From an optimization exercise on the open Yosys and OpenROAD flow, aimed at small area, a short achievable clock period and few clock cycles; shortcuts taken in it are not production practice.
The RTL was checked by simulation tests, not by an equivalence proof against the original design.
The flow treats the clock pin as an ideal source, which a real chip does not have.
No activity file was given, so power comes from the tool's default toggle rates.

== juniper ==
==> module soc_top, before the edit <==
module soc_top (
    input  logic                        clk,
    input  logic                        rst_n,
    input  logic [64:0]                 bus,
    input  logic [7:0]                  gpi1,
    input  logic [7:0]                  gpi2,
    input  logic [7:0]                  switches,
    output logic [soc_pkg::DATA_W-1:0]  rdata,
    output logic [soc_pkg::DATA_W-1:0]  gpo1,
    output logic [soc_pkg::DATA_W-1:0]  gpo2,
    output logic [7:0]                  seg,
    output logic [7:0]                  an
);
    localparam int W = soc_pkg::DATA_W;
    localparam int N = soc_pkg::RAM_WORDS;
    localparam int G  = N / 2;
    soc_pkg::bus_req_t          req;
    logic                       ram_we;
    logic                       fact_we;
    logic                       gpio_we;
    soc_pkg::rd_sel_t           rd_sel;
    logic [W-1:0]               fact_rdata;
    logic [W-1:0]               gpio_rdata;
    logic [W-1:0]               other_rdata;
    logic                       in_window;
    logic                       ram_en;
    logic                       fact_en;
    logic                       gpio_en;
    logic [N-1:0][W-1:0]        mem;
    logic [N-1:0][W-1:0]        mem_d;
    logic [soc_pkg::RAM_AW-1:0] word_addr;
    logic [N-1:0]               sel;
    logic [N-1:0]               load;
    logic [N-1:0]               hold;
    logic [W-1:0][G-1:0]        part_n;
    logic [W-1:0][G/4-1:0]      l1;
    logic [W-1:0][G/4-1:0]      l2_n;
    logic [W-1:0][G/16-1:0]     l3;
    logic [W-1:0][G/16-1:0]     l4_n;
    logic [W-1:0]               ram_rdata;
    assign req = bus;
    addr_decode u_decode (
        .bus     (req),
        .ram_we  (ram_we),
        .fact_we (fact_we),
        .gpio_we (gpio_we),
        .rd_sel  (rd_sel)
    );
    fact_accel u_fact (
        .clk   (clk),
        .rst_n (rst_n),
        .we    (fact_we),
        .bus   (req),
        .rdata (fact_rdata)
    );
    gpio_port u_gpio (
        .clk   (clk),
        .rst_n (rst_n),
        .we    (gpio_we),
        .bus   (req),
        .gpi1  (gpi1),
        .gpi2  (gpi2),
        .rdata (gpio_rdata),
        .gpo1  (gpo1),
        .gpo2  (gpo2)
    );
    seg_display u_disp (
        .clk      (clk),
        .rst_n    (rst_n),
        .bus      (req),
        .switches (switches),
        .gpo1     (gpo1),
        .gpo2     (gpo2),
        .seg      (seg),
        .an       (an)
    );
    assign word_addr = req.addr[soc_pkg::RAM_AW+1:2];
    always_comb
    begin
        for (int i = 0; i < N; i++)
        begin
            sel[i]  = (word_addr == i[soc_pkg::RAM_AW-1:0]);
            load[i] = ram_we && sel[i];
            hold[i] = !load[i];
        end
    end
    for (genvar i = 0; i < N; i++)
    begin : g_word
        for (genvar b = 0; b < W; b++)
        begin : g_bit
            ram_hold u_hold (
                .q    (mem[i][b]),
                .hold (hold[i]),
                .w    (req.wdata[b]),
                .load (load[i]),
                .d    (mem_d[i][b])
            );
        end
    end
    always_ff @(posedge clk)
    begin
        mem <= mem_d;
    end
    for (genvar b = 0; b < W; b++)
    begin : g_rd
        for (genvar g = 0; g < G; g++)
        begin : g_p2
            ram_read2 u_read (
                .a0  (mem[2*g][b]),
                .s0  (sel[2*g]),
                .a1  (mem[2*g+1][b]),
                .s1  (sel[2*g+1]),
                .y_n (part_n[b][g])
            );
        end
        for (genvar k = 0; k < G/4; k++)
        begin : g_l1
            rd_nand4 u_l1 (
                .a (part_n[b][4*k]),
                .b (part_n[b][4*k+1]),
                .c (part_n[b][4*k+2]),
                .d (part_n[b][4*k+3]),
                .y (l1[b][k])
            );
            rd_inv u_l2 (
                .a (l1[b][k]),
                .y (l2_n[b][k])
            );
        end
        for (genvar k = 0; k < G/16; k++)
        begin : g_l3
            rd_nand4 u_l3 (
                .a (l2_n[b][4*k]),
                .b (l2_n[b][4*k+1]),
                .c (l2_n[b][4*k+2]),
                .d (l2_n[b][4*k+3]),
                .y (l3[b][k])
            );
            rd_inv u_l4 (
                .a (l3[b][k]),
                .y (l4_n[b][k])
            );
        end
        assign ram_rdata[b] = !(&l4_n[b]);
    end
    assign in_window = (req.addr[soc_pkg::ADDR_W-1:12] == '0);
    assign ram_en    = in_window && (req.addr[11:8] == soc_pkg::BLK_RAM);
    assign fact_en   = in_window && (req.addr[11:8] == soc_pkg::BLK_FACT);
    assign gpio_en   = in_window && (req.addr[11:8] == soc_pkg::BLK_GPIO);
    assign other_rdata = ({W{fact_en}} & fact_rdata) | ({W{gpio_en}} & gpio_rdata);
    assign rdata = ({W{ram_en}} & ram_rdata) | other_rdata;
endmodule
Settings: LEC_CHECK=0, CAP_MARGIN=40, CORE_MARGIN=2, CORE_UTILIZATION=60, CTS_CLUSTER_DIAMETER=100, CTS_CLUSTER_SIZE=25, PLACE_DENSITY=0.72, SETUP_SLACK_MARGIN=4, SLEW_MARGIN=40, SYNTH_HIERARCHICAL=1, SYNTH_MINIMUM_KEEP_SIZE=0; clock period 9.0 ns.
standard.sh (not shown) runs the stock make flow with config.mk's settings and CLKGATE_MAP_FILE= SYNTH_SCRIPT=/design/flow/synth_recipe.tcl, a recipe that flattens the netlist after the stock synthesis.
==> flow/flow/run.sh <==
#!/bin/bash
# The standard layout, with four changes to how it is made:
#  - synthesis may not pick the larger a22oi sizes, so the RAM read cells
#    start small (the resizer may still upsize them later);
#  - the ports get small, fast buffers (buf_2) instead of delay cells;
#  - the clock tree has no dummy loads and larger sink clusters;
#  - after clock tree synthesis and again after global routing, gates on
#    the worst setup path are upsized one at a time where that improves
#    the path (flow/sizer.tcl, called from flow/post_cts.tcl and
#    flow/post_grt.tcl).
# Each step's full output goes to its own log file here.
set -e
PLATFORM_DONT_USE="sky130_fd_sc_hd__probe_p_8 sky130_fd_sc_hd__probec_p_8 sky130_fd_sc_hd__lpflow_bleeder_1 sky130_fd_sc_hd__lpflow_clkbufkapwr_1 sky130_fd_sc_hd__lpflow_clkbufkapwr_16 sky130_fd_sc_hd__lpflow_clkbufkapwr_2 sky130_fd_sc_hd__lpflow_clkbufkapwr_4 sky130_fd_sc_hd__lpflow_clkbufkapwr_8 sky130_fd_sc_hd__lpflow_clkinvkapwr_1 sky130_fd_sc_hd__lpflow_clkinvkapwr_16 sky130_fd_sc_hd__lpflow_clkinvkapwr_2 sky130_fd_sc_hd__lpflow_clkinvkapwr_4 sky130_fd_sc_hd__lpflow_clkinvkapwr_8 sky130_fd_sc_hd__lpflow_decapkapwr_12 sky130_fd_sc_hd__lpflow_decapkapwr_3 sky130_fd_sc_hd__lpflow_decapkapwr_4 sky130_fd_sc_hd__lpflow_decapkapwr_6 sky130_fd_sc_hd__lpflow_decapkapwr_8 sky130_fd_sc_hd__lpflow_inputiso0n_1 sky130_fd_sc_hd__lpflow_inputiso0p_1 sky130_fd_sc_hd__lpflow_inputiso1n_1 sky130_fd_sc_hd__lpflow_inputiso1p_1 sky130_fd_sc_hd__lpflow_inputisolatch_1 sky130_fd_sc_hd__lpflow_isobufsrc_1 sky130_fd_sc_hd__lpflow_isobufsrc_16 sky130_fd_sc_hd__lpflow_isobufsrc_2 sky130_fd_sc_hd__lpflow_isobufsrc_4 sky130_fd_sc_hd__lpflow_isobufsrc_8 sky130_fd_sc_hd__lpflow_isobufsrckapwr_16 sky130_fd_sc_hd__lpflow_lsbuf_lh_hl_isowell_tap_1 sky130_fd_sc_hd__lpflow_lsbuf_lh_hl_isowell_tap_2 sky130_fd_sc_hd__lpflow_lsbuf_lh_hl_isowell_tap_4 sky130_fd_sc_hd__lpflow_lsbuf_lh_isowell_4 sky130_fd_sc_hd__lpflow_lsbuf_lh_isowell_tap_1 sky130_fd_sc_hd__lpflow_lsbuf_lh_isowell_tap_2 sky130_fd_sc_hd__lpflow_lsbuf_lh_isowell_tap_4 "
bash standard.sh DONT_USE_CELLS="$PLATFORM_DONT_USE sky130_fd_sc_hd__a22oi_2 sky130_fd_sc_hd__a22oi_4" synth > synth.log 2>&1
bash standard.sh \
    BUFFER_PORTS_ARGS="-buffer_cell sky130_fd_sc_hd__buf_2" \
    CTS_ARGS="-sink_clustering_enable -repair_clock_nets -dont_use_dummy_load -sink_clustering_size 25 -sink_clustering_max_diameter 100" \
    POST_CTS_TCL="$PWD/flow/post_cts.tcl" \
    POST_GLOBAL_ROUTE_TCL="$PWD/flow/post_grt.tcl" \
    finish > layout.log 2>&1
Other scripts of this flow, unchanged in this note and not shown: flow/flow/post_cts.tcl, flow/flow/post_grt.tcl, flow/flow/sizer.tcl
juniper was carried through to the last stage, and its layout satisfied the timing, DRC and antenna checks.
Testbench counts of juniper, summed over its fixed seeds: cycles 3,077.
> inputs changed (juniper -> cedar)
-- flow/design.v --
<<< juniper, line 115
);
    assign y = ~a;
endmodule
`timescale 1ns/100ps
>>> cedar, line 115
);
    assign y = ~a;
endmodule
module rd_predec (
    input  logic [2:0] a,
    output logic [7:0] p
);
    always_comb
    begin
        for (int j = 0; j < 8; j++)
        begin
            p[j] = (a == j[2:0]);
        end
    end
endmodule
module rd_and2 (
    input  logic a,
    input  logic b,
    output logic y
);
    assign y = a & b;
endmodule
`timescale 1ns/100ps
<<< juniper, line 362
    logic [soc_pkg::RAM_AW-1:0] word_addr;
    logic [N-1:0]               sel;
    logic [N-1:0]               load;
    logic [N-1:0]               hold;
>>> cedar, line 381
    logic [soc_pkg::RAM_AW-1:0] word_addr;
    logic [N-1:0]               sel;
    logic [7:0]                 pre_lo;
    logic [7:0]                 pre_hi;
    logic [N-1:0]               load;
    logic [N-1:0]               hold;
<<< juniper, line 407
    );
    assign word_addr = req.addr[soc_pkg::RAM_AW+1:2];
    always_comb
    begin
        for (int i = 0; i < N; i++)
        begin
            sel[i]  = (word_addr == i[soc_pkg::RAM_AW-1:0]);
            load[i] = ram_we && sel[i];
            hold[i] = !load[i];
>>> cedar, line 428
    );
    assign word_addr = req.addr[soc_pkg::RAM_AW+1:2];
    rd_predec u_pre_lo (
        .a (word_addr[2:0]),
        .p (pre_lo)
    );
    rd_predec u_pre_hi (
        .a (word_addr[5:3]),
        .p (pre_hi)
    );
    for (genvar i = 0; i < N; i++)
    begin : g_sel
        rd_and2 u_sel (
            .a (pre_hi[i/8]),
            .b (pre_lo[i%8]),
            .y (sel[i])
        );
    end
    always_comb
    begin
        for (int i = 0; i < N; i++)
        begin
            load[i] = ram_we && sel[i];
            hold[i] = !load[i];
## What came out
Per the comparison of cedar with juniper, number of DRC violations after detailed-routing iteration 0 up 1255, leakage power of the design barely changed, clock share of power ~0 delta.
The lower switching part of the total power of cedar and juniper is in juniper.
[compare] base=juniper new=cedar: total power neither gained nor lost much; number of violations of the max-capacitance limit comparable; clock power saw little to no change; final design instance area without fill dropped about 1%.
Higher total length of routed met2 wires among cedar and juniper: cedar
Against juniper, cedar comes in about 0.8% higher on multi-input gate area in the final layout.
Of cedar and juniper, the run reporting the higher global-route usage was cedar.
On starting density of the core, cedar and juniper are basically level.
cedar: routed wire length is about 5% higher than what juniper reported.
Testbench counts of cedar, summed over its fixed seeds: cycles 3,077.

==> re-timing with driven ports <==
No port has a modelled driver above. Below, the same layouts with a new extraction and two added sets of constraints. Step 1 (the two cells are an assumption about what drives the block):
set clk [get_ports {clk}]
set_driving_cell -lib_cell sky130_fd_sc_hd__clkbuf_16 $clk
set_driving_cell -lib_cell sky130_fd_sc_hd__buf_2 [delete_from_list [all_inputs] $clk]
Step 2 times the ports against the registers' clock, not the clock port: input delays grow and output delays shrink by t, the midpoint of the rising clock arrivals with the driver on. Three values: ideal ports, drivers, drivers and shift; two values: the first two.
run	t (ns)	setup WS [ns]	worst setup path at the end	worst slew at a driven data input, ns	pins driven straight from the clock port
juniper	0.834	2.916 / 2.722 / 2.722	input to output	0.20	1
cedar	0.823	2.927 / 2.655 / 2.655	input to output	0.34	1
After both steps every run listed still meets setup and hold. For cedar, which loses most, drivers alone change the setup slack by -0.272 ns; drivers and shift together by -0.272 ns.
